What follows belongs to an exercise in optimizing a design on an open flow for small area and a short achievable clock period; a production flow would make more cautious choices.
The RTL was checked by simulation tests, not by an equivalence proof against the original design.
Power is estimated from default activity; no workload was simulated.

[flow/config.mk]
export PLATFORM = sky130hd
export DESIGN_NAME = l2Cache
export DESIGN_NICKNAME = l2Cache
export VERILOG_FILES = /design/flow/design.v
export SDC_FILE = /design/flow/constraint.sdc
export NUM_CORES = 4
export LEC_CHECK = 0
export CAP_MARGIN = 20
export CORE_MARGIN = 2
export CORE_UTILIZATION = 50
export SETUP_SLACK_MARGIN = 3.5
export SLEW_MARGIN = 20
[flow/run.sh]
#!/bin/bash
# synth_recipe.tcl (not shown) runs the flow's synth.tcl, then flattens the netlist and writes it again
# the make line also repeats each setting of config.mk as NAME=value (left out here)
make -C /OpenROAD-flow-scripts/flow DESIGN_CONFIG=/design/flow/config.mk WORK_HOME=/design/flow/orfs CLKGATE_MAP_FILE= SYNTH_SCRIPT=/design/flow/synth_recipe.tcl finish
[flow/constraint.sdc]
create_clock -name core_clock -period 6.5 [get_ports {clk}]
set_input_delay 1.3000 -clock core_clock [delete_from_list [all_inputs] [get_ports {clk}]]
set_output_delay 1.3000 -clock core_clock [all_outputs]
set_load 0.01 [all_outputs]
[flow/design.v]
package l2CachePkg;
  localparam int ADDR_WIDTH  = 32;
  localparam int OFFSET_BITS = 6;
  localparam int INDEX_BITS  = 4;
  localparam int TAG_BITS    = 22;
  localparam int WAYS        = 4;
  localparam int SETS        = 16;
  localparam int WAY_BITS    = 2;
  localparam logic [1:0] MESI_I = 2'b00;
  localparam logic [1:0] MESI_S = 2'b01;
  localparam logic [1:0] MESI_E = 2'b10;
  localparam logic [1:0] MESI_M = 2'b11;
  localparam logic [1:0] SNOOP_MISS = 2'b00;
  localparam logic [1:0] SNOOP_HIT  = 2'b01;
  localparam logic [1:0] SNOOP_HITM = 2'b10;
  localparam logic OP_READ  = 1'b0;
  localparam logic OP_WRITE = 1'b1;
  localparam logic [1:0] BUS_READ  = 2'b00;
  localparam logic [1:0] BUS_RFO   = 2'b01;
  localparam logic [1:0] BUS_INVAL = 2'b10;
  localparam logic [1:0] BUS_WB    = 2'b11;
  localparam int L1_CREDITS    = 1;
  localparam int SNOOP_CREDITS = 1;
  localparam int BUS_CREDITS   = 2;
  localparam logic [2:0] ST_IDLE    = 3'd0;
  localparam logic [2:0] ST_LOOKUP  = 3'd1;
  localparam logic [2:0] ST_EVICT   = 3'd2;
  localparam logic [2:0] ST_FETCH   = 3'd3;
  localparam logic [2:0] ST_FILL    = 3'd4;
  localparam logic [2:0] ST_UPGRADE = 3'd5;
  localparam logic [2:0] ST_SNOOPWB = 3'd6;
  typedef union packed {
    logic [ADDR_WIDTH-1:0] raw;
    struct packed {
      logic [TAG_BITS-1:0]    tag;
      logic [INDEX_BITS-1:0]  index;
      logic [OFFSET_BITS-1:0] offset;
    } f;
  } cacheAddrT;
endpackage
`timescale 1ns/1ps
import l2CachePkg::*;
module l2Cache (
  input  logic                  clk,
  input  logic                  rstN,
  input  logic                  l1Valid,
  input  logic                  l1Op,
  input  logic [ADDR_WIDTH-1:0] l1Addr,
  input  logic                  snoopValid,
  input  logic [1:0]            snoopOp,
  input  logic [ADDR_WIDTH-1:0] snoopAddr,
  input  logic                  busCredit,
  input  logic                  fillValid,
  input  logic                  fillShared,
  output logic                  l1RespValid,
  output logic                  l1RespHit,
  output logic                  l1Credit,
  output logic                  snoopRespValid,
  output logic [1:0]            snoopResult,
  output logic                  snoopCredit,
  output logic                  busValid,
  output logic [1:0]            busOp,
  output logic [ADDR_WIDTH-1:0] busAddr,
  output logic [31:0]           hitCount,
  output logic [31:0]           missCount,
  output logic [31:0]           readCount,
  output logic [31:0]           writeCount
);
  localparam int LINE_BITS = TAG_BITS + INDEX_BITS;
  logic [SETS-1:0][WAYS-1:0][TAG_BITS-1:0] tagMem;
  logic [SETS-1:0][WAYS-1:0][1:0]          stMem;
  logic [SETS-1:0][WAYS-1:0][1:0]          ageMem;
  logic                  stIdle, stLookup, stEvict, stFetch, stFill, stUpgrade, stSnoopWb;
  logic                  l1Pend, l1PendOp;
  logic [LINE_BITS-1:0]  l1PendLine;
  logic                  snPend;
  logic [1:0]            snPendOp;
  logic [LINE_BITS-1:0]  snPendLine;
  logic [TAG_BITS-1:0]   reqTag;
  logic [INDEX_BITS-1:0] reqIdx;
  logic [SETS-1:0]       reqSel;
  logic                  reqSnoop;
  logic [1:0]            reqOp;
  logic [WAY_BITS-1:0]   wayQ;
  logic [TAG_BITS-1:0]   vTag;
  logic [1:0]            busCreditCnt;
  logic                  wbSt, wbTag;
  logic [1:0]            wbState;
  logic                  tch;
  logic                  snReq, l1Req, accept;
  logic [LINE_BITS-1:0]  nextLine;
  logic [1:0]            nextOp;
  assign snReq  = snPend || snoopValid;
  assign l1Req  = l1Pend || l1Valid;
  assign accept = stIdle && (snReq || l1Req);
  always_comb begin
    if (snReq) begin
      nextLine = snPend ? snPendLine : snoopAddr[ADDR_WIDTH-1:OFFSET_BITS];
      nextOp   = snPend ? snPendOp : snoopOp;
    end else begin
      nextLine = l1Pend ? l1PendLine : l1Addr[ADDR_WIDTH-1:OFFSET_BITS];
      nextOp   = {1'b0, l1Pend ? l1PendOp : l1Op};
    end
  end
  always_ff @(posedge clk) begin
    if (l1Valid) begin
      l1PendOp   <= l1Op;
      l1PendLine <= l1Addr[ADDR_WIDTH-1:OFFSET_BITS];
    end
    if (snoopValid) begin
      snPendOp   <= snoopOp;
      snPendLine <= snoopAddr[ADDR_WIDTH-1:OFFSET_BITS];
    end
    if (accept) begin
      reqTag   <= nextLine[LINE_BITS-1:INDEX_BITS];
      reqIdx   <= nextLine[INDEX_BITS-1:0];
      reqOp    <= nextOp;
      reqSnoop <= snReq;
      for (int s = 0; s < SETS; s++)
        reqSel[s] <= nextLine[INDEX_BITS-1:0] == INDEX_BITS'(s);
    end
  end
  logic [WAYS-1:0][TAG_BITS-1:0] rdTag;
  logic [WAYS-1:0][1:0]          rdSt;
  logic [WAYS-1:0][1:0]          rdAge;
  always_comb begin
    rdTag = '0;
    rdSt  = '0;
    rdAge = '0;
    for (int s = 0; s < SETS; s++) begin
      rdTag = rdTag | ({(WAYS*TAG_BITS){reqSel[s]}} & tagMem[s]);
      rdSt  = rdSt  | ({(WAYS*2){reqSel[s]}} & stMem[s]);
      rdAge = rdAge | ({(WAYS*2){reqSel[s]}} & ageMem[s]);
    end
  end
  logic [WAYS-1:0]     eq;
  logic                hit, hitM;
  logic [WAY_BITS-1:0] hitWay;
  logic [1:0]          hitState;
  always_comb begin
    for (int w = 0; w < WAYS; w++)
      eq[w] = rdSt[w] != MESI_I && rdTag[w] == reqTag;
    hit      = |eq;
    hitWay   = {eq[3] | eq[2], eq[3] | eq[1]};
    hitState = '0;
    for (int w = 0; w < WAYS; w++)
      hitState = hitState | ({2{eq[w]}} & rdSt[w]);
  end
  assign hitM = hitState == MESI_M;
  logic                anyInv;
  logic [WAY_BITS-1:0] invWay, lruWay, victimWay;
  logic                victimM;
  always_comb begin
    lruWay = '0;
    for (int w = 0; w < WAYS; w++)
      if (rdAge[w] == WAY_BITS'(WAYS - 1))
        lruWay = WAY_BITS'(w);
    anyInv = 1'b0;
    invWay = '0;
    for (int w = WAYS - 1; w >= 0; w--)
      if (rdSt[w] == MESI_I) begin
        anyInv = 1'b1;
        invWay = WAY_BITS'(w);
      end
  end
  assign victimWay = anyInv ? invWay : lruWay;
  assign victimM   = !anyInv && rdSt[lruWay] == MESI_M;
  logic busIssue;
  assign busIssue = stEvict || stFetch || stUpgrade || stSnoopWb;
  assign busValid = busIssue && busCreditCnt != 2'd0;
  always_ff @(posedge clk or negedge rstN) begin
    if (!rstN) begin
      stIdle         <= 1'b1;
      stLookup       <= 1'b0;
      stEvict        <= 1'b0;
      stFetch        <= 1'b0;
      stFill         <= 1'b0;
      stUpgrade      <= 1'b0;
      stSnoopWb      <= 1'b0;
      l1Pend         <= 1'b0;
      snPend         <= 1'b0;
      busCreditCnt   <= 2'(BUS_CREDITS);
      l1RespValid    <= 1'b0;
      snoopRespValid <= 1'b0;
      wbSt           <= 1'b0;
      wbTag          <= 1'b0;
      tch            <= 1'b0;
    end else begin
      if (l1Valid)
        l1Pend <= 1'b1;
      if (snoopValid)
        snPend <= 1'b1;
      if (accept) begin
        if (snReq) snPend <= 1'b0;
        else       l1Pend <= 1'b0;
      end
      if (busValid && !busCredit)
        busCreditCnt <= busCreditCnt - 1'b1;
      else if (!busValid && busCredit)
        busCreditCnt <= busCreditCnt + 1'b1;
      stIdle    <= (stIdle && !accept) ||
                   (stLookup && (reqSnoop ? !hitM : hit && !(reqOp[0] && hitState == MESI_S))) ||
                   (stFill && fillValid) ||
                   ((stUpgrade || stSnoopWb) && busValid);
      stLookup  <= accept;
      stEvict   <= (stLookup && !reqSnoop && !hit && victimM) ||
                   (stEvict && !busValid);
      stFetch   <= (stLookup && !reqSnoop && !hit && !victimM) ||
                   (stEvict && busValid) ||
                   (stFetch && !busValid);
      stFill    <= (stFetch && busValid) ||
                   (stFill && !fillValid);
      stUpgrade <= (stLookup && !reqSnoop && hit && reqOp[0] && hitState == MESI_S) ||
                   (stUpgrade && !busValid);
      stSnoopWb <= (stLookup && reqSnoop && hitM) ||
                   (stSnoopWb && !busValid);
      l1RespValid    <= (stLookup && !reqSnoop && hit) || (stFill && fillValid);
      snoopRespValid <= stLookup && reqSnoop;
      wbSt  <= (stLookup && hit && (reqSnoop || (reqOp[0] && hitState == MESI_E))) ||
               (stUpgrade && busValid) ||
               (stFill && fillValid);
      wbTag <= stFill && fillValid;
      tch   <= (stLookup && !reqSnoop && hit) || (stFill && fillValid);
    end
  end
  always_ff @(posedge clk) begin
    l1RespHit   <= stLookup;
    snoopResult <= !hit ? SNOOP_MISS : (hitM ? SNOOP_HITM : SNOOP_HIT);
    if (stLookup) begin
      wayQ <= hit ? hitWay : victimWay;
      vTag <= rdTag[victimWay];
    end
    if (stLookup)
      wbState <= reqSnoop ? (reqOp == BUS_READ ? MESI_S : MESI_I) : MESI_M;
    else
      wbState <= (stFill && !reqOp[0]) ? (fillShared ? MESI_S : MESI_E) : MESI_M;
  end
  logic [WAYS-1:0][1:0] newAge;
  always_comb begin
    for (int w = 0; w < WAYS; w++) begin
      if (WAY_BITS'(w) == wayQ)
        newAge[w] = '0;
      else if (rdAge[w] < rdAge[wayQ])
        newAge[w] = rdAge[w] + 1'b1;
      else
        newAge[w] = rdAge[w];
    end
  end
  for (genvar s = 0; s < SETS; s++) begin : gSet
    for (genvar w = 0; w < WAYS; w++) begin : gWay
      logic rowWe;
      assign rowWe = wbSt && reqSel[s] && wayQ == WAY_BITS'(w);
      always_ff @(posedge clk) begin
        if (rowWe && wbTag)
          tagMem[s][w] <= reqTag;
      end
      always_ff @(posedge clk or negedge rstN) begin
        if (!rstN)
          stMem[s][w] <= MESI_I;
        else if (rowWe)
          stMem[s][w] <= wbState;
      end
    end
    always_ff @(posedge clk or negedge rstN) begin
      if (!rstN) begin
        for (int w = 0; w < WAYS; w++)
          ageMem[s][w] <= WAY_BITS'(w);
      end else if (tch && reqSel[s]) begin
        ageMem[s] <= newAge;
      end
    end
  end
  assign busOp   = {!stFetch, stEvict || stSnoopWb || (stFetch && reqOp[0])};
  assign busAddr = {stEvict ? vTag : reqTag, reqIdx, {OFFSET_BITS{1'b0}}};
  assign l1Credit    = l1RespValid;
  assign snoopCredit = (snoopRespValid && snoopResult != SNOOP_HITM) ||
                       (stSnoopWb && busValid);
  always_ff @(posedge clk or negedge rstN) begin
    if (!rstN) begin
      hitCount   <= '0;
      missCount  <= '0;
      readCount  <= '0;
      writeCount <= '0;
    end else begin
      if (stLookup && !reqSnoop && hit)
        hitCount <= hitCount + 1'b1;
      if (stLookup && !reqSnoop && !hit)
        missCount <= missCount + 1'b1;
      if (l1Valid && l1Op == OP_READ)
        readCount <= readCount + 1'b1;
      if (l1Valid && l1Op == OP_WRITE)
        writeCount <= writeCount + 1'b1;
    end
  end
endmodule
==> run notes <==
[cell type report]
type / count / area, um^2 / area share
timing repair buffer: 827 / 9794 / 0.1010
tap: 2030 / 2540 / 0.02619
sequential: 1936 / 56190 / 0.5794
clock inverter: 78 / 739.5 / 0.007625
antenna: 6 / 15.01 / 0.0001548
clock buffer: 274 / 5570 / 0.05744
multi-input combinational: 2433 / 22020 / 0.2270
inverter: 26 / 115.1 / 0.001187
[worst max path at each step]
stage	endpoint	start	cells after the start
floorplan	ageMem[105]	reqSel[1]	16
global placement	hitCount[16]	reqSel[4]	11
detailed placement	hitCount[28]	reqSel[4]	11
CTS	hitCount[25]	reqSel[3]	15
global route	ageMem[115]	reqSel[8]	15
finish	missCount[24]	reqSel[15]	18
[flip-flops by register name, summed over array words and instances (netlist names), 16 cells and up]
name        cells
reqSel         16
readCount      32
reqTag         22
vTag           22
hitCount       32
stMem         128
missCount      32
l1PendLine     26
tagMem       1408
ageMem        128
writeCount     32
snPendLine     26
[power by group through the flow]
stage / clock network [W] / logic (W) / registers, W
2_1_floorplan: 0 / 0.00325 / 0.0155
3_3_place_gp: 0 / 0.00568 / 0.0155
3_5_place_dp: 0 / 0.00574 / 0.0155
4_1_cts: 0.0113 / 0.00766 / 0.0151
5_1_grt: 0.0118 / 0.00884 / 0.0152
6_report: 0.0112 / 0.00871 / 0.0151
[metrics by stage]
step / instance area (um^2) / worst slack, ps / std cells / power (W) / utilization
3_3_place_gp: 81530 / 1704 / 6821 / 0.02119 / 0.5367
3_5_place_dp: 81550 / 1655 / 6822 / 0.02128 / 0.5368
4_1_cts: 93940 / 2716 / 7478 / 0.03402 / 0.6184
6_report: 96980 / 2643 / 7610 / 0.03506 / 0.6385
5_1_grt: 96970 / 2575 / 7605 / 0.03580 / 0.6384
2_1_floorplan: 76970 / 3089 / 4721 / 0.01871 / -
[layout by cell type (no fill, tap or decap), types with 58 or more instances in the layout]
cell type,n
buf_4,328
nand2_1,219
clkdlybuf4s50_1,58
edfxtp_1,1532
a221oi_1,289
a22o_1,403
o31ai_4,58
dfstp_2,66
clkbuf_16,225
mux2_2,165
buf_6,118
xnor2_1,133
dlygate4sd2_1,138
nand3_1,109
nor2_4,59
nor2_2,73
nor2_1,102
dfrtp_1,321
a221oi_2,109
and4_4,65
buf_12,84
[cells in the mapped netlist, types with 3 or more instances]
cell	instances	area, um^2
edfxtp_1	1532	46000
a22o_1	404	3538
a221oi_1	393	3442
dfrtp_1	333	8333
nand2_1	233	874.6
nor2_1	205	769.5
mux2_2	191	2151
xnor2_1	164	1436
clkbuf_1	118	442.9
nand3_1	118	590.6
and4_1	105	919.6
buf_2	101	505.5
o31ai_1	96	720.7
dfstp_2	66	1734
o21ai_0	58	290.3
buf_6	55	619.3
xor2_1	53	464.2
mux2i_1	49	490.5
buf_1	47	176.4
nand4_1	44	275.3
and3_1	41	256.5
nor3_1	41	205.2
a21oi_1	40	200.2
nor4_1	31	193.9
a22oi_1	29	217.7
inv_1	25	93.84
buf_4	18	135.1
and2_1	15	93.84
nor2_4	15	168.9
ha_1	12	150.1
nor4_2	10	125.1
a221oi_2	9	135.1
nand2b_1	7	43.79
nor2b_1	6	37.54
dfxtp_1	5	100.1
nor2_2	4	25.02
nand4_2	3	37.54
o211ai_1	3	22.52
o22ai_1	3	18.77
[per-layer routing]
layer,global-route usage,vias up
li1,-,20430
met1,0.4506,26310
met2,0.5078,3595
met3,0.07971,798
met4,0.1429,16
met5,0,-
[repair_timing]
item                       in CTS  in global routing
pin swaps                     163                150
setup endpoints to repair     599                704
buffers inserted              248                100
gates resized for setup       888                352
cloned                         56                 24
[critical path: cells and delay by family (launching register included)]
family          cells  cell delay [ps]
compound gates      3              720
xor+xnor            2              250
buf+inv             8             1220
flops               1              410
simple gates        5             1060
[cells by family (layout without fill, tap and decap cells)]
family / count (synthesis) / after routing / synth area share
xor gates and xnor gates: 217 / 217 / 0.02487
adders and majority gates: 12 / 12 / 0.001965
AOI/OAI and AO/OA: 1055 / 1056 / 0.1155
other: 1 / 12 / 0.00004907
muxes: 242 / 242 / 0.03515
buffers and inverters: 365 / 1205 / 0.02587
DFF: 1936 / 1936 / 0.7351
and+or+nand+nor: 888 / 900 / 0.06155
==> out/summary.log <==
qor: status.run_status complete, no violations
qor: cts.ctsHtreeMaxLevel 4
qor: route.detail_route.wirelength 273600 um
qor: route.wl_per_cell 35.96 um
qor: cells_and_area.synthToLayoutAreaGrowth 26.92%
qor: route.dr.first_iter.drc_count 7298
qor: critical_path.cp.arrival 4550 ps
qor: timing.slew_headroom 0.2161
qor: cts.root_buffer clkbuf_16
qor: placement.globalplace.congestion 0.8415
qor: pwr.power.switching_fraction 0.3026
qor: pwr.power.internal 0.02445 W
qor: min_path.launch_instance_of_the_worst_min_delay_path hitCount[31]
qor: grt.grt_pass1_wl 364500 um
qor: critical_path.path_class flip-flop to flip-flop
qor: cells_and_area.layout.nets 5504
qor: route.detailroute.wirelength.met2 122500 um
qor: min_path.hold_depth 1
qor: route.drt_first_pass_iters 6
qor: route.maxUsedRoutingLayer met5
qor: logic_synthesis.ys.flop_type edfxtp_1
qor: critical_path.cp_capture_type flip-flop
qor: floorplanning.floorplan.rows 143
qor: cells_and_area.post_route_cells_drive_above_1_share 0.3147
qor: placement.placement.io_buffers 225
qor: pwr.share_comb_of_total_power 0.248
qor: critical_path.r2r_start reqSel[15]
qor: critical_path.worst-r2r-setup-slack 2640 ps
qor: logic_synthesis.synth_edf_count 1532
qor: timing.final_max_slew_viol_count 0
qor: timing.report.final.setup_viol 0
qor: critical_path.length_in_cells_of_the_worst_reg_to_reg_path 18
qor: cts.clkSlewWorstSetupHoldPaths 60 ps
qor: grt.first_global_vias 48170
qor: cts.clock_sink_count 1936
qor: logic_synthesis.synth.cell_area 76410 um^2
qor: timing.finalWorstPathRequiredPeriod 3857 ps
qor: critical_path.crit_path_frequent_cell buf_6
qor: placement.detailed_place_hpwl 125800 um
qor: timing.hold_ws 467.6 ps
qor: logic_synthesis.synth_seq_area_share 0.7351
qor: floorplanning.core_area 151900 um^2
qor: critical_path.cells_traversed_along_the_worst_timing_path buf_6, buf_16, buf_12, buf_4, a22o_1, a221oi_2, and4_4, xnor2_2, nor3_2, nand4_4, o22ai_4, buf_6, buf_6, nor4_4, buf_6, buf_8, and3_1, xor2_1
qor: floorplanning.dieWidth 394.9 um
qor: critical_path.crit_path_top_delay_cell edfxtp_1
qor: min_path.holdPathEnd hitCount[31]
qor: floorplanning.design.portCount 244
qor: pwr.p_switching 0.01061 W
qor: timing.fin_setup_tns 0 ps
qor: min_path.hold_crit_path_type flip-flop to flip-flop
qor: logic_synthesis.synth_warnings 1
qor: pwr.clkPwrFrac 0.320
qor: grt.globalRouteTotalUtil 0.3301
qor: pwr.pwr-share-seq 0.431
qor: cells_and_area.num-fill-cells 10690
qor: cts.tritoncts yes
qor: grt.grt_antenna_before_repair 19
qor: timing.fin_skew 38.09 ps
qor: critical_path.worst_ep_required_time 7190 ps
qor: cts.cts-root-to-sink-buffers 3
qor: floorplanning.start_util 0.5030
qor: timing.timing_limited_maximum_frequency 259.3 MHz
qor: pwr.power.ir.vdd_worst 0.0003227 V
qor: timing.timing_hold_violations_final 0
qor: logic_synthesis.yosys_register_bits 1936
qor: route.number_of_nets_with_antenna_violations_after_routing 0
qor: grt.grt_start_max_net_pins 127
qor: cts.cts_made_buffers 194
qor: floorplanning.die_y 394.9 um
qor: cts.clk-insertion-delay-late 840 ps
qor: floorplanning.dieArea 156000 um^2
qor: timing.timing.final.crit_share 0.5934
qor: route.vias 51150
qor: grt.grt_overflow_total 0
qor: pwr.power.leakage 35.05 nW
qor: route.drc_errors 0
qor: critical_path.setup.worst_path.start_class flip-flop
qor: critical_path.worst-path-max-fanout 12
qor: timing.unrepaired_setup_endpoints_after_global_routing yes
qor: route.detail_route.wirelength.met1 101500 um
qor: job.timing.max_cap.violations 0
qor: critical_path.worst_path_largest_cell_delay 410 ps
qor: pwr.power.density 361.5 nW/um^2
qor: logic_synthesis.synth_cells 4716
qor: route.routed_via_density 6.722
qor: logic_synthesis.synth_async_sr_flop_share 0.2061
qor: timing.max_slew.worst_pin.slew 1173 ps
qor: logic_synthesis.post_synth_num_cell_types 63
qor: logic_synthesis.postSynthAreaPerCell 16.20 um^2
qor: cts.hold_buffers 0
qor: critical_path.crit-reg2reg-capture missCount[24]
qor: route.dr_wl_met3 34150 um

-- port drivers added, routing unchanged --
In the flow no input, the clock included, has a driving cell. The finished layout below was timed again as built, in two steps. Step 1: set_driving_cell puts a clkbuf_16 on clk and a buf_2 on each other input, an assumption about the parent block. Step 2, shift: input delay + t, output delay - t, t = (earliest + latest rising clock arrival at the registers) / 2. This alone moves slack from input paths to output paths. Three values: no drivers, after step 1, after step 2; two values: the first two.
t (ns): 0.913
setup WS [ns]: 2.643 / 2.643 / 2.643
clock arrival spread, ns: 0.042 / 0.042
worst register clock-pin slew, ns: 0.07 / 0.07
worst slew at a driven data input, ns: 0.09
After both steps this run still meets setup and hold. The setup slack of this run moves by 0.000 ns with the drivers and by 0.000 ns with both steps.
